From an optimization exercise on the open Yosys and OpenROAD flow, aimed at small area, a short achievable clock period and few clock cycles per item; shortcuts taken in it are not production practice. The RTL was checked by simulation tests, not by an equivalence proof against the original design. No activity file was given, so power comes from the tool's default toggle rates.

==> flow/design.v <==
`timescale 1ns / 1ps
package tcpqs_pkg;
    localparam int NUM_CLASSES = 3;
    localparam int ID_W        = 37;
    localparam int TOTAL_W     = 16;
    localparam int UPR_W       = 4;
    localparam int ITEM_W      = 40;
    localparam logic [0:0] REQ_ENQUEUE = 1'b0;
    localparam logic [0:0] REQ_SERVE   = 1'b1;
    localparam logic [1:0] CLASS_EMERGENCY = 2'd0;
    localparam logic [1:0] CLASS_URGENT    = 2'd1;
    localparam logic [1:0] CLASS_REGULAR   = 2'd2;
    localparam logic [1:0] CLASS_INVALID   = 2'd3;
    localparam logic [2:0] STATUS_ENQUEUED = 3'd0;
    localparam logic [2:0] STATUS_SERVED   = 3'd1;
    localparam logic [2:0] STATUS_EMPTY    = 3'd2;
    localparam logic [2:0] STATUS_FULL     = 3'd3;
    localparam logic [2:0] STATUS_INVALID  = 3'd4;
    localparam logic [TOTAL_W-1:0] COUNT_MAX = 16'hFFFF;
    localparam logic [UPR_W-1:0]   UPR_RESET = 4'd3;
endpackage
`timescale 1ns / 1ps
module tcpqs_ctrl
(
    input  logic                          clk,
    input  logic                          rst_n,
    input  logic                          in_valid,
    output logic                          in_ready,
    input  logic [tcpqs_pkg::ITEM_W-1:0]  in_item,
    input  logic                          fire,
    output logic                          stg_valid,
    output logic [tcpqs_pkg::ITEM_W-1:0]  stg_item
);
    logic                          skid_valid;
    logic [tcpqs_pkg::ITEM_W-1:0]  skid_item;
    logic                          accept;
    logic                          stg_open;
    assign in_ready = !skid_valid;
    assign accept   = in_valid && !skid_valid;
    assign stg_open = fire || !stg_valid;
    always_ff @(posedge clk)
    begin
        if (stg_open)
        begin
            stg_item <= skid_valid ? skid_item : in_item;
        end
        if (!stg_open && !skid_valid)
        begin
            skid_item <= in_item;
        end
    end
    always_ff @(posedge clk or negedge rst_n)
    begin
        if (!rst_n)
        begin
            stg_valid  <= 1'b0;
            skid_valid <= 1'b0;
        end
        else
        begin
            if (stg_open)
            begin
                stg_valid  <= skid_valid || accept;
                skid_valid <= 1'b0;
            end
            else if (accept)
            begin
                skid_valid <= 1'b1;
            end
        end
    end
endmodule
`timescale 1ns / 1ps
module tcpqs_dp #(
    parameter int QUEUE_DEPTH = 16
)
(
    input  logic                            clk,
    input  logic                            rst_n,
    input  logic                            exec,
    input  logic [tcpqs_pkg::ITEM_W-1:0]    stg_item,
    input  logic                            cfg_wr_en,
    input  logic [tcpqs_pkg::UPR_W-1:0]     cfg_wr_data,
    output logic [89:0]                     out_item
);
    localparam int PTR_W = (QUEUE_DEPTH > 1) ? $clog2(QUEUE_DEPTH) : 1;
    localparam int NC    = tcpqs_pkg::NUM_CLASSES;
    localparam int TW    = tcpqs_pkg::TOTAL_W;
    localparam int IW    = tcpqs_pkg::ID_W;
    localparam int UW    = tcpqs_pkg::UPR_W;
    logic [IW-1:0]          mem [NC][QUEUE_DEPTH];
    logic [NC-1:0][PTR_W-1:0] rd_ptr;
    logic [NC-1:0][PTR_W-1:0] wr_ptr;
    logic [NC-1:0]          empty;
    logic [NC-1:0]          full;
    logic [NC-1:0][TW-1:0]  total;
    logic [UW-1:0]          streak;
    logic [UW-1:0]          ratio;
    logic [2:0]             res_status;
    logic [1:0]             res_class;
    logic [IW-1:0]          res_id;
    logic                   req_serve;
    logic [1:0]             cls;
    logic [IW-1:0]          id;
    logic [NC-1:0]          enq;       
    logic [NC-1:0]          deq;       
    logic [NC-1:0][IW-1:0]  head;
    logic                   any;
    logic                   urgent_turn;
    logic [2:0]             status_n;
    logic [1:0]             class_n;
    logic [IW-1:0]          id_n;
    function automatic logic [PTR_W-1:0] ptr_inc(input logic [PTR_W-1:0] p);
        ptr_inc = (p == PTR_W'(QUEUE_DEPTH - 1)) ? '0 : p + PTR_W'(1);
    endfunction
    assign req_serve = stg_item[39];
    assign cls       = stg_item[38:37];
    assign id        = stg_item[IW-1:0];
    assign any         = !(&empty);
    assign urgent_turn = (streak < ratio) || empty[2];
    always_comb
    begin
        for (int c = 0; c < NC; c++)
        begin
            enq[c]  = !req_serve && (cls == 2'(c)) && !full[c];
            head[c] = mem[c][rd_ptr[c]];
        end
        deq[0] = req_serve && !empty[0];
        deq[1] = req_serve && empty[0] && !empty[1] && urgent_turn;
        deq[2] = req_serve && empty[0] && !empty[2] && (empty[1] || !urgent_turn);
    end
    always_comb
    begin
        if (req_serve)
        begin
            status_n = any ? tcpqs_pkg::STATUS_SERVED : tcpqs_pkg::STATUS_EMPTY;
        end
        else if (cls == tcpqs_pkg::CLASS_INVALID)
        begin
            status_n = tcpqs_pkg::STATUS_INVALID;
        end
        else if (full[cls])
        begin
            status_n = tcpqs_pkg::STATUS_FULL;
        end
        else
        begin
            status_n = tcpqs_pkg::STATUS_ENQUEUED;
        end
        class_n = {deq[2], deq[1]};
        id_n    = ({IW{deq[0]}} & head[0]) | ({IW{deq[1]}} & head[1])
                | ({IW{deq[2]}} & head[2]);
    end
    always_ff @(posedge clk)
    begin
        for (int c = 0; c < NC; c++)
        begin
            for (int i = 0; i < QUEUE_DEPTH; i++)
            begin
                if (enq[c] && (wr_ptr[c] == PTR_W'(i)))
                begin
                    mem[c][i] <= id;
                end
            end
        end
    end
    always_ff @(posedge clk)
    begin
        if (exec)
        begin
            res_status <= status_n;
            res_class  <= class_n;
            res_id     <= id_n;
        end
    end
    always_ff @(posedge clk or negedge rst_n)
    begin
        if (!rst_n)
        begin
            rd_ptr <= '0;
            wr_ptr <= '0;
            empty  <= '1;
            full   <= '0;
            total  <= '0;
            streak <= '0;
            ratio  <= tcpqs_pkg::UPR_RESET;
        end
        else
        begin
            if (cfg_wr_en)
            begin
                ratio <= cfg_wr_data;
            end
            if (exec)
            begin
                for (int c = 0; c < NC; c++)
                begin
                    if (enq[c])
                    begin
                        wr_ptr[c] <= ptr_inc(wr_ptr[c]);
                        empty[c]  <= 1'b0;
                        full[c]   <= (ptr_inc(wr_ptr[c]) == rd_ptr[c]);
                    end
                    if (deq[c])
                    begin
                        rd_ptr[c] <= ptr_inc(rd_ptr[c]);
                        full[c]   <= 1'b0;
                        empty[c]  <= (ptr_inc(rd_ptr[c]) == wr_ptr[c]);
                        if (total[c] != tcpqs_pkg::COUNT_MAX)
                        begin
                            total[c] <= total[c] + TW'(1);
                        end
                    end
                end
                if (deq[1])
                begin
                    if (streak < ratio)
                    begin
                        streak <= streak + UW'(1);
                    end
                end
                else if (deq[2])
                begin
                    streak <= '0;
                end
            end
        end
    end
    assign out_item = {res_status, res_class, res_id, total[0], total[1], total[2]};
endmodule
`timescale 1ns / 1ps
module three_class_priority_queue_scheduler #(
    parameter int QUEUE_DEPTH = 16
)
(
    input  logic                          clk,
    input  logic                          rst_n,
    input  logic                          in_valid,
    output logic                          in_ready,
    input  logic [39:0]                   in_item,
    output logic                          out_valid,
    input  logic                          out_ready,
    output logic [89:0]                   out_item,
    input  logic                          cfg_wr_en,
    input  logic [tcpqs_pkg::UPR_W-1:0]   cfg_wr_data
);
    logic        stg_valid;
    logic [39:0] stg_item;
    logic        fire;
    logic        out_valid_reg;
    assign fire      = stg_valid && (!out_valid_reg || out_ready);
    assign out_valid = out_valid_reg;
    always_ff @(posedge clk or negedge rst_n)
    begin
        if (!rst_n)
        begin
            out_valid_reg <= 1'b0;
        end
        else if (fire)
        begin
            out_valid_reg <= 1'b1;
        end
        else if (out_ready)
        begin
            out_valid_reg <= 1'b0;
        end
    end
    tcpqs_ctrl u_ctrl
    (
        .clk       (clk),
        .rst_n     (rst_n),
        .in_valid  (in_valid),
        .in_ready  (in_ready),
        .in_item   (in_item),
        .fire      (fire),
        .stg_valid (stg_valid),
        .stg_item  (stg_item)
    );
    tcpqs_dp #(
        .QUEUE_DEPTH (QUEUE_DEPTH)
    ) u_dp
    (
        .clk         (clk),
        .rst_n       (rst_n),
        .exec        (fire),
        .stg_item    (stg_item),
        .cfg_wr_en   (cfg_wr_en),
        .cfg_wr_data (cfg_wr_data),
        .out_item    (out_item)
    );
endmodule
==> flow/run.sh <==
#!/bin/bash
# synth_recipe.tcl (not shown) runs the flow's synth.tcl, then flattens the netlist and writes it again
# the make line also repeats each setting of config.mk as NAME=value (left out here)
make -C /OpenROAD-flow-scripts/flow DESIGN_CONFIG=/design/flow/config.mk WORK_HOME=/design/flow/orfs CLKGATE_MAP_FILE= SYNTH_SCRIPT=/design/flow/synth_recipe.tcl finish
==> flow/config.mk <==
export PLATFORM = sky130hd
export DESIGN_NAME = three_class_priority_queue_scheduler
export DESIGN_NICKNAME = three_class_priority_queue_scheduler
export VERILOG_FILES = /design/flow/design.v
export SDC_FILE = /design/flow/constraint.sdc
export NUM_CORES = 4
export LEC_CHECK = 0
export CAP_MARGIN = 20
export CORE_MARGIN = 2
export CORE_UTILIZATION = 40
export PLACE_DENSITY = 0.6
export SLEW_MARGIN = 20
==> flow/constraint.sdc <==
create_clock -name core_clock -period 6.5 [get_ports {clk}]
set_input_delay 1.3000 -clock core_clock [delete_from_list [all_inputs] [get_ports {clk}]]
set_output_delay 1.3000 -clock core_clock [all_outputs]
set_load 0.01 [all_outputs]
==> summary.md <==
| Metric | Value |
|---|---|
| Ys flop type | edfxtp_1 |
| CTS tree | done |
| Largest register FFs | 1,776 |
| Total number of vias | 46,400 |
| Final wirelength | approximately 230,000 um |
| Post-CTS sizing | 0 |
| Sequential area share after synthesis | 76.9% |
| Finish-stage setup viols | 0 |
| Worst EP arrival | 4.40 ns |
| DR vias/cell | 6.21 |
| Pleak | 27.8 nW |
| Syn-to-layout area delta | 14.7% |
| Yosys cell types | 78 |
| DR WL/cell | 31.1 um |
| P per Cell Area | 439 nW/um2 |
| Worst hold margin | between 0.4 and 0.5 ns |
| EDFF count, synth | approximately 1,900 |
| Clock sink count | just under 2,000 |
| Setup TNS | 0 ns |
| Syn nets | 4,673 |
| Async SR Flop Fraction | 4.48% |
| Worst VDD drop | 0.000304 V |
| Period minus WS final | 3.87 ns |
| RSZ-0062 raised after global routing | false |
| Flop2flop setup slack | 2.63 ns |
| Post-CTS setup buffers | 0 |
| Max Cap Viol | 0 |
| H-Tree Depth | 4 |
| Nets | around 4,800 |
| Setup crit start | u_dp.rd_ptr[4]$_DFFE_PN0P_ |
| Synth Cell Area | 77,000 um2 |
| Dominant cells by area after synthesis | edfxtp_1 74%, dfrtp_1 2.7%, a22oi_1 1.9% |
| Vias in the first global route | between 40,000 and 50,000 |
| Biggest regs | u_dp.mem x1776, u_dp.total x48 |
| Clock Pin Slew Worst Setup and Hold Paths | 0.06 ns |
| Row count | 161 |
| Relative slew slack | between 20% and 30% |
| Fraction of layout cells with a size suffix above 1 | 13.4% |
| Number of DRC markers in iteration 0 | 6,551 |
| CP max FO | slightly below 50 |
| Clock latency on the worst-skew pair | 0.81 ns |
| TritonCTS buffer count | 201 |
| DRC violations left | 0 |
| Core Area | between 150,000 and 200,000 um2 |
| Initial Utilization | about two fifths |
| GPL Wtd Cong | 0.854 |
| Final Skew | ~0.034 ns |
| Total I/O pin count | 141 |
| Slew at the pin with the worst max-slew slack | 1.18 ns |
| Largest net degree at the start of global routing | between 100 and 150 |
| Global-route wire length before repair | 330,000 um |
| Gr usage total | 23.1% |
| Final ANT Viol Nets | 0 |
| FF+latch count, synth | 1,987 |
| Max Transition Viols Final | 0 |
| Initial antenna violation count | 7 |
| Top reg by flops | u_dp.mem |
| Fin crit share | 59.6% |
| Syn avg cell area | between 15 and 20 um2 |
| GRT overflow | 0 |
| Clk buf depth | 3 |
| Synth top area share | 74.0% |
| Leading area contributor after synthesis | edfxtp_1 |
| Cells after synthesis | approximately 4,600 |
| Drt pass-1 iters | 7 |
| Yosys warns | 4 |
| Worst Setup End Kind | register |
| Root Driver | clkbuf_16 |
| IO Port Bufs | 140 |
| Status | no timing/DRC/antenna violations |
| Final hold violations | 0 |
| DP HPWL | 129,000 um |
| Startpoint class of the critical path | register |
| Cts-stage hold buffer count | 0 |
| Chip width | between 400 and 500 um |
| Critical R2R Launch | u_dp.rd_ptr[4]$_DFFE_PN0P_ |
| Required @ worst endpoint | 7.03 ns |
| Full die area | between 150,000 and 200,000 um2 |
| Hold Path Class | input pin to async pin |
| Crit Path Class | register to register |
| Die height | 443 um |
| Fmax | around 260 MHz |
-- where the power goes --
group          leakage (nW)  internal [W]  total (W)  switching, W
combinational          6.39       0.00373     0.0119       0.00821
clock                  3.07       0.00635     0.0112       0.00482
sequential             18.3        0.0149     0.0157      0.000764
-- cell type report --
class,instances,area [um2]
Antenna cell,5,12.5
Multi-Input combinational cell,2233,16700
Sequential cell,1987,59300
Tap cell,2526,3160
Inverter,38,143
Clock buffer,254,5390
Fill cell,16300,104000
Timing Repair Buffer,308,2720
Clock inverter,111,915
-- metal layers --
layer / GRT usage (%) / wire length [um] / vias up / part of all wire, %
met3: 3.90 / 21700 / 438 / 9.3
met4: 7.93 / 8000 / 2 / 3.4
met1: 31.8 / 92800 / 24100 / 40
li1: - / - / 19300 / -
met5: 0 / 8 / - / 0.0034
met2: 37.1 / 110000 / 2540 / 47
-- worst max-delay path: stages, from the launching register on --
cell	delay [ns]
dfrtp_1	0.46
inv_1	0.23
ha_4	0.66
buf_4	0.63
a22oi_1	0.18
a311oi_1	0.48
a2111oi_0	0.14
buf_4	0.23
o311ai_0	0.53
-- Yosys cell counts (all sizes together) (6+ instances only) --
cell / number
a222oi: 108
a22o: 102
a311oi: 16
xor2: 16
a21oi: 174
nor2: 141
clkbuf: 138
nand3: 110
nor2b: 22
a221oi: 156
edfxtp: 1898
o221ai: 53
a211o: 8
and3: 32
and2: 17
o2111ai: 15
a2111oi: 8
nand2: 217
ha: 31
a22oi: 199
o211ai: 54
o2bb2ai: 12
o22ai: 18
nor3: 44
nand2b: 14
or3: 12
o21ai: 140
o31ai: 6
inv: 37
mux2: 108
a31oi: 52
nand4: 23
a32o: 10
xnor2: 57
mux2i: 90
a211oi: 35
nor4: 9
o311ai: 11
buf: 197
dfrtp: 84
mux4: 22
a221o: 16
a32oi: 34
-- logic make-up after synthesis --
family                     count (synthesis)  share of synthesized area [%]
and+or+nand+nor                          658                           4.01
buffers and inverters                    373                           2.10
muxes                                    220                           3.39
xor gates and xnor gates                  73                          0.830
AOI/OAI and AO/OA                       1251                           12.3
DFF                                     1987                           76.9
adders and majority gates                 31                          0.504
-- final timing paths --
kind,cells after the start,end
worst max-delay path,8,u_dp.res_id[29]$_DFFE_PP_
worst max register to register,8,u_dp.res_id[29]$_DFFE_PP_
min in group core_clock,1,u_dp.total[30]$_DFFE_PN0P_
max in group asynchronous,2,u_dp.rd_ptr[6]$_DFFE_PN0P_
worst min-delay path,1,u_dp.total[8]$_DFFE_PN0P_
worst min register to register,1,u_dp.total[30]$_DFFE_PN0P_
-- per-stage QoR --
step / area [um2] / utilization [%] / instances / setup slack [ns] / total power, W
after floorplan: 77000 / - / 4593 / 1.82 / 0.0224
after global placement: 82000 / 42.7 / 7092 / 2.22 / 0.0275
after detailed placement: 82000 / 42.7 / 7092 / 2.20 / 0.0276
after CTS: 88300 / 46.0 / 7457 / 2.69 / 0.0387
after global routing: 88300 / 46.0 / 7459 / 2.44 / 0.0400
final: 88300 / 46.0 / 7462 / 2.63 / 0.0388
-- cells in the final DEF, fill, tap and decap left out, types with 18 or more instances in the layout --
master / netlist / routed
a211oi_1: 33 / 33
a21oi_1: 174 / 173
a221oi_1: 156 / 156
a222oi_1: 108 / 108
a22o_1: 102 / 102
a22oi_1: 199 / 199
a31oi_1: 52 / 52
a32oi_1: 34 / 34
and3_1: 30 / 30
buf_4: 6 / 164
clkbuf_1: 136 / 43
clkbuf_16: 0 / 206
clkdlybuf4s50_1: 0 / 139
clkinv_1: 1 / 60
clkinv_2: 0 / 25
dfrtp_1: 84 / 77
edfxtp_1: 1898 / 1898
ha_1: 31 / 19
inv_1: 36 / 35
mux2_2: 108 / 108
mux2i_1: 90 / 90
mux4_2: 22 / 22
nand2_1: 217 / 216
nand3_1: 110 / 110
nand4_1: 23 / 23
nor2_1: 141 / 102
nor2_4: 0 / 37
nor2b_1: 22 / 19
nor3_1: 43 / 31
o211ai_1: 54 / 54
o21ai_0: 139 / 139
o221ai_1: 53 / 53
o22ai_1: 18 / 18
xnor2_1: 57 / 57
Testbench counts, summed over its fixed seeds: cycles 16,016, items 16,000.

[separate check: timing with driven ports]
Ports are ideal in the flow. The routed layout listed here was re-timed in OpenROAD.
Step 1 sets driving cells, clkbuf_16 on the clock port and buf_2 on the other inputs (assumed; they add their load-dependent delay and slew).
Step 2 adds t to the input delays and takes it off the output delays; t is the mean of the earliest and latest rising clock arrival at the registers after step 1. Input paths then give back, and output paths get back, about the clock's delay inside the block.
Slacks: no drivers / after step 1 / after step 2; pairs: no drivers / after step 1.
t, ns: 0.885
slack for setup (ns): 2.626 / 2.626 / 2.216
worst setup path after step 2: input to register
cell pins on the clock port's net: 1
After both steps this run still meets setup and hold. The setup slack of this run moves by 0.000 ns with the drivers and by -0.410 ns with both steps.
